From an optimization exercise on the open Yosys and OpenROAD flow, aimed at small area, a short achievable clock period and few clock cycles per item; shortcuts taken in it are not production practice.
The RTL was checked by simulation tests, not by an equivalence proof against the original design.
Power and IR drop assume default switching activity.

==> design.v <==
package tffa_pkg;
    localparam int SLOTS        = 64;
    localparam int LENGTH_BITS  = 10;
    localparam int IDX_W        = $clog2(SLOTS);
    localparam int CNT_W        = $clog2(SLOTS + 1);
    localparam int TIME_W       = 32;
    localparam int REQ_LEN_W    = 10;
    localparam int OWNER_W      = 10;
    localparam int SLOT_INDEX_W = 6;
endpackage
module tffa_slot_ram (
    input  logic                             aclk,
    input  logic [tffa_pkg::SLOTS-1:0]       wr_sel,     
    input  logic [tffa_pkg::SLOTS-1:0]       wr_cap,     
    input  logic [tffa_pkg::TIME_W-1:0]      wr_start,
    input  logic [tffa_pkg::LENGTH_BITS-1:0] wr_len,
    input  logic [tffa_pkg::TIME_W-1:0]      k_nlim,     
    input  logic                             k_ok,       
    input  logic [tffa_pkg::LENGTH_BITS-1:0] k_nlen,     
    output logic [tffa_pkg::SLOTS-1:0]       expired,
    output logic [tffa_pkg::SLOTS-1:0]       fits
);
    genvar i;
    generate
        for (i = 0; i < tffa_pkg::SLOTS; i++) begin : g_slot
            logic [tffa_pkg::TIME_W-1:0]      start_q;
            logic [tffa_pkg::LENGTH_BITS-1:0] cap_q;
            always_ff @(posedge aclk) begin
                if (wr_sel[i]) begin
                    start_q <= wr_start;
                    if (wr_cap[i]) cap_q <= wr_len;
                end
            end
            tffa_cmp_unit u_cmp (
                .start   (start_q),
                .nlim    (k_nlim),
                .lim_ok  (k_ok),
                .cap     (cap_q),
                .nlen    (k_nlen),
                .expired (expired[i]),
                .fits    (fits[i])
            );
        end
    endgenerate
endmodule
module tffa_slot_next (
    input  logic k_v,
    input  logic exp_c,
    input  logic fit_c,
    input  logic take,           
    input  logic take_below,     
    input  logic wr,             
    input  logic wr_app,         
    input  logic fix_a_exp,
    input  logic fix_a_fit,
    input  logic fix_b_exp,
    input  logic fix_b_fit,
    input  logic used,
    input  logic busy,
    input  logic sw_exp,         
    input  logic free,           
    output logic exp_n,
    output logic cand_n
);
    logic exp_b, fit_b, c_take, c_keep;
    assign exp_b  = wr ? fix_b_exp : exp_c;
    assign fit_b  = wr_app ? fix_b_fit : fit_c;
    assign c_take = fix_a_exp & (free ? fix_a_fit : fit_b);
    assign c_keep = (fit_b & used & (~busy | sw_exp | exp_b)) | free;
    assign exp_n  = k_v & (take ? fix_a_exp : exp_b);
    assign cand_n = k_v & (take ? c_take : (c_keep | take_below));
endmodule
module tffa_prio (
    input  logic [63:0] req,
    output logic [63:0] gnt
);
    logic [63:0] pre;
    always_comb begin
        pre = req;
        pre = pre | (pre << 1);
        pre = pre | (pre << 2);
        pre = pre | (pre << 4);
        pre = pre | (pre << 8);
        pre = pre | (pre << 16);
        pre = pre | (pre << 32);
        gnt = req & ~(pre << 1);
    end
endmodule
module tffa_cmp_unit (
    input  logic [tffa_pkg::TIME_W-1:0]      start,
    input  logic [tffa_pkg::TIME_W-1:0]      nlim,
    input  logic                             lim_ok,
    input  logic [tffa_pkg::LENGTH_BITS-1:0] cap,
    input  logic [tffa_pkg::LENGTH_BITS-1:0] nlen,
    output logic                             expired,
    output logic                             fits
);
    logic [tffa_pkg::TIME_W:0]      cs;
    logic [tffa_pkg::LENGTH_BITS:0] cc;
    assign cs[0] = 1'b0;
    assign cc[0] = 1'b1;
    genvar b;
    generate
        for (b = 0; b < tffa_pkg::TIME_W; b++) begin : g_s
            assign cs[b+1] = (start[b] & nlim[b]) | (cs[b] & (start[b] | nlim[b]));
        end
        for (b = 0; b < tffa_pkg::LENGTH_BITS; b++) begin : g_c
            assign cc[b+1] = (cap[b] & nlen[b]) | (cc[b] & (cap[b] | nlen[b]));
        end
    endgenerate
    assign expired = lim_ok & ~cs[tffa_pkg::TIME_W];
    assign fits    = cc[tffa_pkg::LENGTH_BITS];
endmodule
module timed_first_fit_allocator_core (
    input  logic                    aclk,
    input  logic                    aresetn,
    input  logic                    cfg_wr_en,
    input  logic [tffa_pkg::TIME_W-1:0]       cfg_wr_data,
    input  logic                    s_valid,
    output logic                    s_ready,
    input  logic [tffa_pkg::REQ_LEN_W-1:0]    s_req_length,
    input  logic [tffa_pkg::TIME_W-1:0]       s_req_time,
    input  logic [tffa_pkg::OWNER_W-1:0]      s_owner_tag,
    output logic                    m_valid,
    input  logic                    m_ready,
    output logic [tffa_pkg::SLOT_INDEX_W-1:0] m_slot_index,
    output logic                    m_reused,
    output logic                    m_table_full
);
    localparam int N  = tffa_pkg::SLOTS;
    localparam int TW = tffa_pkg::TIME_W;
    localparam int LW = tffa_pkg::LENGTH_BITS;
    localparam int QD = 7;                  
    logic [TW-1:0] lease_reg;
    logic          a_v;
    logic [TW-1:0] a_now;
    logic [LW-1:0] a_len;
    logic          p_v;
    logic [TW-1:0] p_now, p_lim;
    logic          p_ok;
    logic [LW-1:0] p_len;
    logic          t_v;
    logic [TW-1:0] t_now, t_nlim;
    logic          t_ok;
    logic [LW-1:0] t_len;
    logic          c_v;
    logic [TW-1:0] c_now;
    logic [LW-1:0] c_len;
    logic [N-1:0]  c_exp, c_cand;
    logic          r_v, r_reused, r_full;
    logic [N-1:0]  r_grant, r_app;
    logic          r_is_app;
    logic [TW-1:0] r_now;
    logic [LW-1:0] r_len;
    logic [N-1:0]  busy_reg, used_reg;      
    logic          in_acc, out_take;
    logic [TW:0]   lim_full;
    assign lim_full = {1'b0, a_now} - {1'b0, lease_reg};
    logic [N-1:0] exp_c, fit_c;
    logic         fix_a_exp, fix_a_fit, fix_b_exp, fix_b_fit;
    tffa_slot_ram u_ram (
        .aclk     (aclk),
        .wr_sel   (r_grant),
        .wr_cap   (r_app),
        .wr_start (r_now),
        .wr_len   (r_len),
        .k_nlim   (t_nlim),
        .k_ok     (t_ok),
        .k_nlen   (~t_len),
        .expired  (exp_c),
        .fits     (fit_c)
    );
    logic pre_a_exp, pre_a_fit, pre_b_exp, pre_b_fit;
    tffa_cmp_unit u_fix_a (
        .start   (t_now),
        .nlim    (~p_lim),
        .lim_ok  (p_ok),
        .cap     (t_len),
        .nlen    (~p_len),
        .expired (pre_a_exp),
        .fits    (pre_a_fit)
    );
    tffa_cmp_unit u_fix_b (
        .start   (c_now),
        .nlim    (~p_lim),
        .lim_ok  (p_ok),
        .cap     (c_len),
        .nlen    (~p_len),
        .expired (pre_b_exp),
        .fits    (pre_b_fit)
    );
    logic [N-1:0] grant, first_free;
    tffa_prio u_prio (
        .req (c_cand),
        .gnt (grant)
    );
    assign first_free = ~used_reg & {used_reg[N-2:0], 1'b1};
    logic [N-1:0] exp_next, cand_next, take_below;
    logic t_v_rst;
    assign t_v_rst = t_v & aresetn;
    assign take_below = {grant[N-2:0] & first_free[N-2:0], 1'b0};
    assign r_app      = r_grant & {N{r_is_app}};
    genvar gi;
    generate
        for (gi = 0; gi < N; gi++) begin : g_next
            tffa_slot_next u_next (
                .k_v        (t_v_rst),
                .exp_c      (exp_c[gi]),
                .fit_c      (fit_c[gi]),
                .take       (grant[gi]),
                .take_below (take_below[gi]),
                .wr         (r_grant[gi]),
                .wr_app     (r_app[gi]),
                .fix_a_exp  (fix_a_exp),
                .fix_a_fit  (fix_a_fit),
                .fix_b_exp  (fix_b_exp),
                .fix_b_fit  (fix_b_fit),
                .used       (used_reg[gi]),
                .busy       (busy_reg[gi]),
                .sw_exp     (c_exp[gi]),
                .free       (first_free[gi]),
                .exp_n      (exp_next[gi]),
                .cand_n     (cand_next[gi])
            );
        end
    endgenerate
    logic [tffa_pkg::IDX_W-1:0] g_idx;
    always_comb begin
        g_idx = '0;
        for (int i = 0; i < N; i++) if (r_grant[i]) g_idx = g_idx | tffa_pkg::IDX_W'(i);
    end
    always_ff @(posedge aclk) begin
        if (!aresetn) begin
            lease_reg <= '0;
            a_v       <= 1'b0;
            p_v       <= 1'b0;
            t_v       <= 1'b0;
            c_v       <= 1'b0;
            r_v       <= 1'b0;
            busy_reg  <= '0;
            used_reg  <= '0;
        end else begin
            if (cfg_wr_en) lease_reg <= cfg_wr_data;
            a_v      <= in_acc;
            p_v      <= a_v;
            t_v      <= p_v;
            c_v      <= t_v;
            r_v      <= c_v;
            busy_reg <= (busy_reg & ~c_exp) | grant;
            used_reg <= used_reg | grant;
        end
    end
    always_ff @(posedge aclk) begin
        a_now     <= s_req_time;
        a_len     <= s_req_length;
        p_now     <= a_now;
        p_len     <= a_len;
        p_lim     <= lim_full[TW-1:0];
        p_ok      <= ~lim_full[TW];
        t_now    <= p_now;
        t_len    <= p_len;
        t_nlim   <= ~p_lim;
        t_ok     <= p_ok;
        fix_a_exp <= pre_a_exp;
        fix_a_fit <= pre_a_fit;
        fix_b_exp <= pre_b_exp;
        fix_b_fit <= pre_b_fit;
        c_now    <= t_now;
        c_len    <= t_len;
        c_exp    <= exp_next;
        c_cand   <= cand_next;
        r_grant  <= grant;
        r_is_app <= c_v & ~|(c_cand & used_reg) & |c_cand;
        r_now    <= c_now;
        r_len    <= c_len;
        r_reused <= |(c_cand & used_reg);
        r_full   <= ~|c_cand;
    end
    logic [7:0] q_e [QD];
    logic [2:0] q_n, q_n_next;
    logic [2:0] q_fl, q_fl_next;            
    logic       q_rdy, q_val;
    assign in_acc    = s_valid && q_rdy;
    assign out_take  = q_val && m_ready;
    assign q_n_next  = q_n + {2'b0, r_v} - {2'b0, out_take};
    assign q_fl_next = q_fl + {2'b0, in_acc} - {2'b0, out_take};
    always_ff @(posedge aclk) begin
        if (!aresetn) begin
            q_n   <= '0;
            q_fl  <= '0;
            q_rdy <= 1'b1;
            q_val <= 1'b0;
        end else begin
            q_n   <= q_n_next;
            q_fl  <= q_fl_next;
            q_rdy <= q_fl_next < 3'(QD);
            q_val <= q_n_next != 3'd0;
        end
    end
    logic [7:0] q_new;
    assign q_new = {r_full, r_reused, g_idx};
    always_ff @(posedge aclk) begin
        for (int j = 0; j < QD; j++) begin
            if (out_take) begin
                q_e[j] <= (r_v && 3'(j + 1) == q_n) ? q_new : q_e[(j + 1) % QD];
            end else begin
                q_e[j] <= (r_v && 3'(j) == q_n) ? q_new : q_e[j];
            end
        end
    end
    assign s_ready      = q_rdy;
    assign m_valid      = q_val;
    assign m_table_full = q_e[0][7];
    assign m_reused     = q_e[0][6];
    assign m_slot_index = q_e[0][5:0];
endmodule
==> run.sh <==
#!/bin/bash
# synth_recipe.tcl (not shown) runs the flow's synth.tcl, then flattens the netlist and writes it again
# the make line also repeats each setting of config.mk as NAME=value (left out here)
make -C /OpenROAD-flow-scripts/flow DESIGN_CONFIG=/design/flow/config.mk WORK_HOME=/design/flow/orfs CLKGATE_MAP_FILE= SYNTH_SCRIPT=/design/flow/synth_recipe.tcl finish
==> config.mk <==
export PLATFORM = sky130hd
export DESIGN_NAME = timed_first_fit_allocator_core
export DESIGN_NICKNAME = timed_first_fit_allocator_core
export VERILOG_FILES = /design/flow/design.v
export SDC_FILE = /design/flow/constraint.sdc
export NUM_CORES = 4
export LEC_CHECK = 0
export CAP_MARGIN = 20
export CORE_MARGIN = 2
export CORE_UTILIZATION = 40
export CTS_CLUSTER_DIAMETER = 80
export CTS_CLUSTER_SIZE = 24
export SETUP_SLACK_MARGIN = 2.5
export SLEW_MARGIN = 20
export SYNTH_HIERARCHICAL = 1
export SYNTH_MINIMUM_KEEP_SIZE = 0
==> constraint.sdc <==
create_clock -name core_clock -period 7.0 [get_ports {aclk}]
set_input_delay 1.4000 -clock core_clock [delete_from_list [all_inputs] [get_ports {aclk}]]
set_output_delay 1.4000 -clock core_clock [all_outputs]
set_load 0.01 [all_outputs]
==> parameters.txt, run 1 <==
Parameter                              Value

Synthesis
  Count of warnings emitted by yosys    10
  Post-Syn Nets    12,200
  Total of flip-flops plus latches after synthesis    3,392
  Post-synth ARST share    0%
  Summed instance area of the synthesized netlist    148,000 um2
  Most area-hungry cell type in the Yosys netlist    sky130_fd_sc_hd__edfxtp_1
  Count of unique library cells instantiated by Yosys    85
  Top post-synthesis cells by area    sky130_fd_sc_hd__edfxtp_1, sky130_fd_sc_hd__dfxtp_1, sky130_fd_sc_hd__a22oi_1
  Post-synth top area share    54.6%
  Synthesized area per cell    12.3 um2
  Fraction of the yosys area taken by sequential cells    64.0%
  Number of enable-type register cells in the synthesized netlist    2,696
  Number of instances in the synthesized netlist    12,000
  Top FF cell, synth    sky130_fd_sc_hd__edfxtp_1

GRT
  Largest net degree at the start of global routing    193
  Initial antenna violation count    27
  Global-route wire length before repair    695 mm
  Final global-route overflow total    0
  All-layer global routing usage    25.1%
  Number of global-route vias before repair    103,000

Setup path
  Maximum cell stage delay along the critical path    890 ps
  Critical path start-end classification    reg -> reg
  Cells traversed along the worst timing path    buf_4 -> o22ai_1 -> nor3_1 -> nand4_1 -> a311oi_1 -> o31ai_1 -> o221a_2 -> mux2i_1 -> a2111oi_1 -> o22a_1
  Critical path's top delay family    compound AO/OA/AOI/OAI gates
  CP Capture Type    flop
  Master of the slowest instance on the critical path    sky130_fd_sc_hd__dfxtp_4
  Worst-path maximum fanout    52
  Worst endpoint data arrival time    5070 ps
  Worst setup SP type    flop
  Number of buffer and inverter stages on the critical path    1
  Crit path required time    7840 ps

Drt
  Vias    112,000
  ANT nets after route    0
  First-pass iteration count of the detailed router    6
  Drt via density    6.38
  Drt first-iter violations    14,700
  Routed length per instance    27.7 um
  Wire length reported by the detailed router    488 mm
  Residual DRC count    0

Cells and area
  Most common cell after layout, fill and taps aside    sky130_fd_sc_hd__edfxtp_1
  Area growth from synthesis to layout    10.2%
  Util after Layout    44.3%
  Largest registers    u_ram.g_slot.start_q (2048), u_ram.g_slot.cap_q (640)
  Share of cells above drive strength 1    7.05%
  Max reg flops    2,048
  Count of fill cells added during filler insertion    33,400
  Register name with the most flops    u_ram.g_slot.start_q
  Most frequent cells in the layout    sky130_fd_sc_hd__edfxtp_1, sky130_fd_sc_hd__nor2_1, sky130_fd_sc_hd__a21oi_1, sky130_fd_sc_hd__nand2_1, sky130_fd_sc_hd__o22ai_1
  Net count, final    12,600

Clock tree
  Post-CTS setup buffer count    0
  Clk buf depth    4
  Worst-skew pair later-pin latency    950 ps
  Post-cts gate resize count    0
  Cts-stage hold buffer count    0
  Clk sinks    3,392
  Total clock buffers created by CTS    179
  Clock tree from TritonCTS    built
  Clock transition at path regs    100 ps
  Clock tree root driver cell    sky130_fd_sc_hd__clkbuf_16
  CTS HTree Levels    4

STA
  RSZ-0062 raised after global routing    no
  Crit share post-route    60.4%
  Final Skew    61.9 ps
  TNS Setup    0 ps
  Final period demand of the worst path    4230 ps
  Max frequency    0.236 GHz
  Max-slew violation count    0
  Relative slew slack    22.2%
  Final number of hold-violating endpoints    0
  Pin slew with the least headroom to its limit    1170 ps
  Setup violations, final    0

Power
  Overall power consumption    43,700 uW
  Power density over the cells    267 nW/um2
  Leakage power    0.0512 uW
  Worst vdd rail ir drop    0.227 mV

Floorplan
  Die outline width    613 um
  Placeable core region    369,000 um2
  Vertical die dimension    613 um
  FP Rows    223
  Total I/O pin count    99
  Initial core utilization    40.2%
  Full die area    376,000 um2

Flow run
  Number of maximum-capacitance violations    0

Placed design
  PortBufs    88
  Gpl congestion    0.964
  Detailed-placement wirelength estimate    291 mm

Min path
  Hold crit path type    reg -> reg

Run status
  Outcome    finished clean
-- per-module statistics from Yosys, one instance, submodules excluded --
module | area (um2) | times used | flip-flops and latches
tffa_slot_ram | 81100 | 1 | 2688
tffa_slot_next | 96.3 | 64 | 0
timed_first_fit_allocator_core | 21700 | 1 | 704
tffa_cmp_unit | 579 | 66 | 0
tffa_prio | 1130 | 1 | 0
-- cells in the mapped netlist, types with 69 or more instances --
library cell / number
sky130_fd_sc_hd__and3_1: 87
sky130_fd_sc_hd__mux2i_1: 185
sky130_fd_sc_hd__o21a_1: 133
sky130_fd_sc_hd__o211ai_1: 345
sky130_fd_sc_hd__nand3b_1: 69
sky130_fd_sc_hd__o22ai_1: 592
sky130_fd_sc_hd__nand4_1: 288
sky130_fd_sc_hd__nor2b_1: 294
sky130_fd_sc_hd__nor3b_1: 71
sky130_fd_sc_hd__o31ai_1: 202
sky130_fd_sc_hd__inv_1: 236
sky130_fd_sc_hd__maj3_2: 132
sky130_fd_sc_hd__a31oi_1: 466
sky130_fd_sc_hd__a22oi_1: 552
sky130_fd_sc_hd__o22a_1: 262
sky130_fd_sc_hd__o32ai_1: 200
sky130_fd_sc_hd__nand2b_1: 74
sky130_fd_sc_hd__nand3_1: 277
sky130_fd_sc_hd__dfxtp_1: 696
sky130_fd_sc_hd__nand2_1: 751
sky130_fd_sc_hd__o21ai_0: 439
sky130_fd_sc_hd__nor3_1: 375
sky130_fd_sc_hd__nor2_1: 809
sky130_fd_sc_hd__edfxtp_1: 2696
sky130_fd_sc_hd__and2_1: 275
sky130_fd_sc_hd__o2bb2ai_1: 132
sky130_fd_sc_hd__a21oi_1: 778
-- per-layer routing --
layer | vias up | track usage (%) | part of all wire (%)
met5 | - | 0 | 0.011
met1 | 56000 | 34.0 | 41
met4 | 4 | 9.74 | 4.2
li1 | 50100 | - | -
met3 | 865 | 4.60 | 9.6
met2 | 5228 | 40.0 | 45
-- cell families after synthesis --
group | share of synthesized area, %
and+or+nand+nor | 11.8
DFF | 64.0
xor gates and xnor gates | 0.171
buffers and inverters | 0.785
AOI/OAI and AO/OA | 20.7
adders and majority gates | 1.35
muxes | 1.26
other | 0.00253
-- power by group --
group          internal (uW)  switching [uW]
sequential             22100            1180
clock                   5450            6810
combinational           2610            5550
total                  30100           13500
-- path summary, 6_finish.rpt --
path | startpoint | endpoint | slack (ps) | depth (start not counted)
setup reg to reg | t_nlim[23] | c_cand[22] | 2770 | 10
hold / removal | p_now[23] | t_now[23] | 320 | 0
setup / recovery | t_nlim[23] | c_cand[22] | 2770 | 10
hold reg to reg | p_now[23] | t_now[23] | 320 | 0
-- area by class of cell --
class                      instances  area [um2]  area share (%)
clock inverter                    65         761           0.465
sequential                      3392       95200            58.3
inverter                         237         916           0.560
multi-input combinational       8357       52300            32.0
clock buffer                     242        4970            3.04
antenna                           21        52.6          0.0321
timing repair buffer             312        3010            1.84
tap                             4950        6190            3.79
-- worst register-to-register path, cell delays in order, from the launching register on --
cell and delay (ps):
sky130_fd_sc_hd__dfxtp_4 890, sky130_fd_sc_hd__buf_4 720, sky130_fd_sc_hd__o22ai_1 210, sky130_fd_sc_hd__nor3_1 180
sky130_fd_sc_hd__nand4_1 190, sky130_fd_sc_hd__a311oi_1 340, sky130_fd_sc_hd__o31ai_1 110, sky130_fd_sc_hd__o221a_2 310
sky130_fd_sc_hd__mux2i_1 700, sky130_fd_sc_hd__a2111oi_1 190, sky130_fd_sc_hd__o22a_1 260
-- metrics by stage --
step                      hold WS (ps)  cell area (um2)  std cells  setup WS [ps]
after floorplan                    310           148000      12000           2690
final                              317           163000      17600           2770
after global placement             312           158000      17200           2830
after CTS                          310           163000      17600           2830
after detailed placement           312           158000      17200           2830
after global routing               315           163000      17600           2560
Testbench counts, summed over its fixed seeds: cycles 2,448, items 2,400.
==> run 2: changes to the inputs <==
--- a/config.mk
+++ b/config.mk
@@ -5,12 +5,12 @@
 export SDC_FILE = /design/flow/constraint.sdc
 export NUM_CORES = 4
 export LEC_CHECK = 0
-export CAP_MARGIN = 20
+export CAP_MARGIN = 30
 export CORE_MARGIN = 2
 export CORE_UTILIZATION = 40
 export CTS_CLUSTER_DIAMETER = 80
 export CTS_CLUSTER_SIZE = 24
-export SETUP_SLACK_MARGIN = 2.5
-export SLEW_MARGIN = 20
+export SETUP_SLACK_MARGIN = 3.3
+export SLEW_MARGIN = 30
 export SYNTH_HIERARCHICAL = 1
 export SYNTH_MINIMUM_KEEP_SIZE = 0
==> run 2 against run 1 <==
  * Routed wire length rose by 3.6%
  * Clock power barely moved
  * Via count rose by 1.1%
  * Clock skew fell by 9.2 ps
  * Worst hold slack improved by 2.5 ps
  * Flip-flop and latch count did not move
  * Combinational power rose by 13%
  * Register-to-register slack improved by 570 ps
  * Worst setup slack improved by 570 ps
  * Clock-buffer cell count fell by 8
  * Critical path type unchanged
  * Largest power group unchanged
==> parameters.txt, run 2 <==
Parameter                              Value

Run status
  Outcome    finished clean

Synthesis
  Number of enable-type register cells in the synthesized netlist    2,696
  Top FF cell, synth    sky130_fd_sc_hd__edfxtp_1
  Post-synth ARST share    0%
  Total of flip-flops plus latches after synthesis    3,392
  Number of instances in the synthesized netlist    12,000
  Count of warnings emitted by yosys    10
  Summed instance area of the synthesized netlist    148,000 um2
  Most area-hungry cell type in the Yosys netlist    sky130_fd_sc_hd__edfxtp_1
  Top cell types by occurrence after synthesis    sky130_fd_sc_hd__edfxtp_1, sky130_fd_sc_hd__nor2_1, sky130_fd_sc_hd__a21oi_1
  Fraction of the yosys area taken by sequential cells    64.0%
  Cell with the most instances after synthesis    sky130_fd_sc_hd__edfxtp_1
  Post-Syn Nets    12,200
  Post-synth top area share    54.6%
  Synthesized area per cell    12.3 um2
  Count of unique library cells instantiated by Yosys    85
  Top post-synthesis cells by area    sky130_fd_sc_hd__edfxtp_1, sky130_fd_sc_hd__dfxtp_1, sky130_fd_sc_hd__a22oi_1

Cells and area
  Most common cell after layout, fill and taps aside    sky130_fd_sc_hd__edfxtp_1
  Largest registers    u_ram.g_slot.start_q (2048), u_ram.g_slot.cap_q (640)
  Number of standard cells in the layout, taps in and fillers out    17,700
  Max reg flops    2,048
  Net count, final    12,700
  Area growth from synthesis to layout    11.3%
  Area taken by multi-input logic gates    52,500 um2
  Most frequent cells in the layout    sky130_fd_sc_hd__edfxtp_1, sky130_fd_sc_hd__nor2_1, sky130_fd_sc_hd__a21oi_1, sky130_fd_sc_hd__nand2_1, sky130_fd_sc_hd__o22ai_1
  Count of fill cells added during filler insertion    33,200
  Share of cells above drive strength 1    8.03%
  Register name with the most flops    u_ram.g_slot.start_q
  Seq. cell area    95,300 um2

Setup path
  Critical path's top delay family    simple AND/OR/NAND/NOR gates
  Worst-path maximum fanout    40
  Worst setup SP type    flop
  Cells traversed along the worst timing path    buf_4 -> nor4_1 -> nand4_1 -> nor3_2 -> nor2_1 -> a21oi_1 -> mux2i_1
  Number of buffer and inverter stages on the critical path    1
  Master of the slowest instance on the critical path    sky130_fd_sc_hd__nor4_1
  Maximum cell stage delay along the critical path    880 ps
  CP Capture Type    flop
  Critical path start-end classification    reg -> reg
  Worst endpoint data arrival time    4440 ps
  Crit path required time    7780 ps

GRT
  Final global-route overflow total    0
  Initial antenna violation count    32
  Number of global-route vias before repair    102,000
  Global-route wire length before repair    704 mm
  All-layer global routing usage    25.7%
  Largest net degree at the start of global routing    137

STA
  Pin slew with the least headroom to its limit    1080 ps
  Crit share post-route    52.3%
  Relative slew slack    28.0%
  Setup violations, final    0
  TNS Setup    0 ps
  Max frequency    0.273 GHz
  Final Skew    52.7 ps
  Final number of hold-violating endpoints    0
  Max-slew violation count    0
  Final period demand of the worst path    3660 ps
  RSZ-0062 raised after global routing    yes

Placed design
  PortBufs    88
  Placed insts    17,300
  Detailed-placement wirelength estimate    290 mm
  Gpl congestion    0.948

Clock tree
  Clk sinks    3,392
  Clk buf depth    4
  Cts-stage hold buffer count    0
  Clock transition at path regs    100 ps
  Clock tree root driver cell    sky130_fd_sc_hd__clkbuf_16
  Clock tree from TritonCTS    built
  CTS HTree Levels    4
  Worst-skew pair later-pin latency    960 ps
  Total clock buffers created by CTS    178

Power
  Power density over the cells    268 nW/um2
  Worst vdd rail ir drop    0.248 mV
  Leakage power    0.0520 uW

Floorplan
  Total I/O pin count    99
  FP Rows    223
  Vertical die dimension    613 um
  Placeable core region    369,000 um2
  Die outline width    613 um
  Full die area    376,000 um2
  Initial core utilization    40.2%

Drt
  First-pass iteration count of the detailed router    8
  Routed length per instance    28.6 um
  Drt via density    6.41
  Drt first-iter violations    15,500
  ANT nets after route    0
  Wire length reported by the detailed router    505 mm
  Vias    113,000
  Residual DRC count    0

Flow run
  Number of maximum-capacitance violations    0

Min path
  Hold crit path type    reg -> reg
-- run 2: cell counts after synthesis --
No cell type changed its count.
-- run 2: cell families after synthesis --
group	share of synthesized area [%]
other	0.00253
AND/OR/NAND/NOR	11.8
adder cells (fa/ha/maj)	1.35
flip-flops	64.0
XOR/XNOR	0.171
multiplexers	1.26
AO/OA/AOI/OAI	20.7
buffers and inverters	0.785
-- run 2: area by class of cell --
cell class              instances  share of cell area [%]
inverters                     237                   0.558
clock buffers                 234                    2.96
diodes                         21                  0.0318
clock inverters                64                   0.418
repair inverters                5                  0.0152
multi-input cells            8357                    31.8
flip-flops and latches       3392                    57.7
well taps                    4950                    3.75
repair buffers                426                    2.81
-- run 2: metal layers --
metal | track usage, % | up-vias | share of wire (%)
li1 | - | 50300 | -
met1 | 35.0 | 56500 | 41
met2 | 40.7 | 5763 | 45
met3 | 4.64 | 874 | 11
met4 | 9.63 | 6 | 4.2
met5 | 0 | - | 0.0083
-- run 2: timing repair --
action | 4_1_cts | 5_1_grt
pin swaps | 1 | 1
setup buffers | 44 | 46
setup endpoints to repair | 77 | 68
gates resized for setup | 14 | 27
cloned | 3 | 4
-- run 2: per-module statistics from Yosys, one instance, submodules excluded --
module / area, um2 / times used
tffa_cmp_unit: 579 / 66
tffa_slot_ram: 81100 / 1
timed_first_fit_allocator_core: 21700 / 1
tffa_slot_next: 96.3 / 64
tffa_prio: 1130 / 1
-- run 2: power breakdown --
part / switching [uW] / leakage, uW / internal [uW] / total (uW)
sequential: 928 / 0.0300 / 22100 / 23000
combinational: 6260 / 0.0193 / 2970 / 9230
clock: 6750 / 0.00273 / 5330 / 12100
-- run 2: path summary, 6_finish.rpt --
kind	startpoint	end	slack (ps)	cells past startpoint
max	r_grant[18]	q_e[2][4]	3340	7
min	p_now[27]	t_now[27]	320	0
max reg2reg	r_grant[18]	q_e[2][4]	3340	7
min reg2reg	p_now[27]	t_now[27]	320	0
-- run 2: worst register-to-register path, stage by stage, from the launching register on --
cell                      delay, ps
sky130_fd_sc_hd__dfxtp_2        320
sky130_fd_sc_hd__buf_4          330
sky130_fd_sc_hd__nor4_1         890
sky130_fd_sc_hd__nand4_1        730
sky130_fd_sc_hd__nor3_2         780
sky130_fd_sc_hd__nor2_1         120
sky130_fd_sc_hd__a21oi_1        240
sky130_fd_sc_hd__mux2i_1        110
-- run 2: stage by stage --
step                setup slack, ps  total power, uW  util [%]  instance area [um2]  hold slack, ps
global placement               2330            31600      42.7               158000             312
floorplan                      3110            28000         -               148000             310
global route                   3240            45700      44.7               165000             333
CTS                            3270            44000      44.5               164000             321
detailed placement             2360            31700      42.8               158000             313
finish                         3340            44300      44.7               165000             320

## static timing again, ports no longer ideal
In the flow no input, the clock included, has a driving cell. The finished layouts below were timed again as built, in two steps.
Step 1: set_driving_cell puts a clkbuf_16 on aclk and a buf_2 on each other input, an assumption about the parent block.
Step 2 adds t to the input delays and takes it off the output delays; t is the mean of the earliest and latest rising clock arrival at the registers after step 1. Input paths then give back, and output paths get back, about the clock's delay inside the block.
a / b / c = no drivers / after step 1 / after step 2; a / b = the first two.
| run | t (ns) | setup slack, ns | hold slack, ns | latest minus earliest clock arrival (ns) | worst slew at a driven data input, ns |
|---|---|---|---|---|---|
| run 1 | 1.035 | 2.769 / 2.769 / 2.769 | 0.317 / 0.317 / 0.317 | 0.087 / 0.086 | 0.18 |
| run 2 | 1.026 | 3.340 / 3.340 / 2.732 | 0.320 / 0.320 / 0.320 | 0.085 / 0.085 | 0.07 |
After both steps every run listed still meets setup and hold. The setup slack of run 2, which loses most, moves by 0.000 ns with the drivers and by -0.608 ns with both steps.
